What follows belongs to an exercise in optimizing a design on an open flow for small area, a short achievable clock period and few clock cycles per item; a production flow would make more cautious choices.

==> module fp_mul_pipe, before the edit <==
module fp_mul_pipe
#(
  parameter int EXP_W = 8,
  parameter int MAN_W = 23
) (
  input  logic                 clk,
  input  logic                 reset,
  input  logic                 in_valid,
  output logic                 in_ready,
  input  logic [EXP_W+MAN_W:0] a,
  input  logic [EXP_W+MAN_W:0] b,
  output logic                 out_valid,
  input  logic                 out_ready,
  output logic [EXP_W+MAN_W:0] result,
  output logic [fp_pkg::FLAG_W-1:0]    flags
);
  logic en, take, sk_valid;
  logic [31:0] sk_result;
  logic [3:0]  sk_flags;
  assign en       = !sk_valid;                  
  assign take     = out_ready || !out_valid;    
  assign in_ready = en;
  logic [7:0]  ea, eb;
  logic [22:0] fa, fb;
  logic [1:0]  ka, kb, kab;
  assign ea = a[30:23];
  assign eb = b[30:23];
  assign fa = a[22:0];
  assign fb = b[22:0];
  function automatic logic [1:0] classify(input logic exp_ones, input logic exp_zero, input logic frac_nz);
    if (exp_ones)      classify = frac_nz ? KIND_NAN : KIND_INF;
    else if (exp_zero) classify = KIND_ZERO;
    else               classify = KIND_NORM;
  endfunction
  function automatic logic [1:0] combine_kind(input logic [1:0] x, input logic [1:0] y);
    if (x == KIND_NAN || y == KIND_NAN)                                             combine_kind = KIND_NAN;
    else if ((x == KIND_INF && y == KIND_ZERO) || (x == KIND_ZERO && y == KIND_INF)) combine_kind = KIND_NAN;
    else if (x == KIND_INF || y == KIND_INF)                                        combine_kind = KIND_INF;
    else if (x == KIND_ZERO || y == KIND_ZERO)                                      combine_kind = KIND_ZERO;
    else                                                                            combine_kind = KIND_NORM;
  endfunction
  assign ka  = classify(&ea, ~|ea, |fa);
  assign kb  = classify(&eb, ~|eb, |fb);
  assign kab = combine_kind(ka, kb);
  logic [24:0] bx;
  logic [11:0] b_one, b_two, b_neg;
  assign bx = {1'b1, fb, 1'b0};
  always_comb begin
    for (int i = 0; i < 12; i++) begin
      b_one[i] = bx[2*i+1] ^ bx[2*i];
      b_two[i] = (bx[2*i+2] & ~bx[2*i+1] & ~bx[2*i]) | (~bx[2*i+2] & bx[2*i+1] & bx[2*i]);
      b_neg[i] = bx[2*i+2];
    end
  end
  logic        s1_valid, s1_sign;
  logic [9:0]  s1_exp;
  logic [1:0]  s1_kind;
  logic [22:0] s1_fa;
  logic [11:0] s1_one, s1_two, s1_neg;
  logic        s2_valid, s2_sign;
  logic [9:0]  s2_exp;
  logic [1:0]  s2_kind;
  logic [47:0] s2_px, s2_py, s2_pz;
  logic        s3_valid, s3_sign;
  logic [9:0]  s3_exp;
  logic [1:0]  s3_kind;
  logic [47:22] s3_prod;
  logic        s3_sticky;
  logic [47:0] px, py, pz, prod;
  logic [31:0] rnd_result;
  logic [3:0]  rnd_flags;
  always_ff @(posedge clk) begin
    if (reset) begin
      s1_valid  <= 1'b0;
      s2_valid  <= 1'b0;
      s3_valid  <= 1'b0;
      out_valid <= 1'b0;
      sk_valid  <= 1'b0;
    end else begin
      if (en) begin
        s1_valid <= in_valid;
        s2_valid <= s1_valid;
        s3_valid <= s2_valid;
      end
      if (take) out_valid <= sk_valid || s3_valid;
      sk_valid <= sk_valid ? !take : (s3_valid && !take);
    end
  end
  always_ff @(posedge clk) begin
    if (take) begin
      result <= sk_valid ? sk_result : rnd_result;
      flags  <= sk_valid ? sk_flags  : rnd_flags;
    end
    if (en) begin
      sk_result <= rnd_result;
      sk_flags  <= rnd_flags;
    end
  end
  always_ff @(posedge clk) begin
    if (en) begin
      s1_sign <= a[31] ^ b[31];
      s1_exp  <= {2'b00, ea} + {2'b00, eb} - 10'd127;
      s1_kind <= kab;
      s1_fa   <= fa;
      s1_one  <= b_one;
      s1_two  <= b_two;
      s1_neg  <= b_neg;
      s2_sign <= s1_sign;
      s2_exp  <= s1_exp;
      s2_kind <= s1_kind;
      s2_px   <= px;
      s2_py   <= py;
      s2_pz   <= pz;
      s3_sign   <= s2_sign;
      s3_exp    <= s2_exp;
      s3_kind   <= s2_kind;
      s3_prod   <= prod[47:22];
      s3_sticky <= |prod[21:0];
    end
  end
  fp_mul_tree u_tree (
    .fa    (s1_fa),
    .one   (s1_one),
    .two   (s1_two),
    .neg   (s1_neg),
    .px    (px),
    .py    (py),
    .pz    (pz)
  );
  assign prod = s2_px + s2_py + s2_pz;
  fp_mul_round u_round (
    .sign   (s3_sign),
    .exp    (s3_exp),
    .kind   (s3_kind),
    .prod   (s3_prod),
    .sticky (s3_sticky),
    .result (rnd_result),
    .flags  (rnd_flags)
  );
endmodule
clock: 7.5 ns
lec_check: 0
cap_margin: 20
core_margin: 2
core_utilization: 40
setup_slack_margin: 3.8
slew_margin: 20
run.sh (not shown) runs the stock make flow with config.mk's settings and CLKGATE_MAP_FILE= SYNTH_SCRIPT=/design/flow/synth_recipe.tcl, a recipe that flattens the netlist after the stock synthesis.
Edit:
--- a/flow/design.v
+++ b/flow/design.v
@@ -100,9 +100,6 @@
   output logic [fp_pkg::FLAG_W-1:0]    flags
 );
-  logic en, take, sk_valid;
-  logic [31:0] sk_result;
-  logic [3:0]  sk_flags;
-  assign en       = !sk_valid;                  
-  assign take     = out_ready || !out_valid;    
+  logic en;
+  assign en       = out_ready || !out_valid;
   assign in_ready = en;
   logic [7:0]  ea, eb;
@@ -161,23 +158,9 @@
       s3_valid  <= 1'b0;
       out_valid <= 1'b0;
-      sk_valid  <= 1'b0;
-    end else begin
-      if (en) begin
-        s1_valid <= in_valid;
-        s2_valid <= s1_valid;
-        s3_valid <= s2_valid;
-      end
-      if (take) out_valid <= sk_valid || s3_valid;
-      sk_valid <= sk_valid ? !take : (s3_valid && !take);
-    end
-  end
-  always_ff @(posedge clk) begin
-    if (take) begin
-      result <= sk_valid ? sk_result : rnd_result;
-      flags  <= sk_valid ? sk_flags  : rnd_flags;
-    end
-    if (en) begin
-      sk_result <= rnd_result;
-      sk_flags  <= rnd_flags;
+    end else if (en) begin
+      s1_valid  <= in_valid;
+      s2_valid  <= s1_valid;
+      s3_valid  <= s2_valid;
+      out_valid <= s3_valid;
     end
   end
@@ -202,4 +185,6 @@
       s3_prod   <= prod[47:22];
       s3_sticky <= |prod[21:0];
+      result  <= rnd_result;
+      flags   <= rnd_flags;
     end
   end
Final area fell by a few percent.
Hold slack hardly moves.
Utilization hardly moves.
Register-to-register slack stays flat.
Die area decreases by a few percent.
No functional check of the RTL was part of any run of this note.

==> port drivers added, routing unchanged <==
Ports are ideal in the flow. The routed layouts listed here were re-timed in OpenROAD.
Step 1 (the two cells are an assumption about what drives the block):
set clk [get_ports {clk}]
set_driving_cell -lib_cell sky130_fd_sc_hd__clkbuf_16 $clk
set_driving_cell -lib_cell sky130_fd_sc_hd__buf_2 [delete_from_list [all_inputs] $clk]
Step 2, shift: input delay + t, output delay - t, t = (earliest + latest rising clock arrival at the registers) / 2. This alone moves slack from input paths to output paths.
Slacks: ideal / step 1 / step 2; pairs: ideal / step 1.
| run | t (ns) | setup slack, ns | worst slew at a driven data input, ns |
|---|---|---|---|
| the first run | 0.623 | 3.860 / 3.858 / 3.444 | 0.04 |
| the second run | 0.641 | 3.865 / 3.849 / 3.429 | 0.06 |
After both steps setup and hold are still met in every run listed. The setup slack of the second run, which loses most, moves by -0.016 ns with the drivers and by -0.436 ns with both steps.
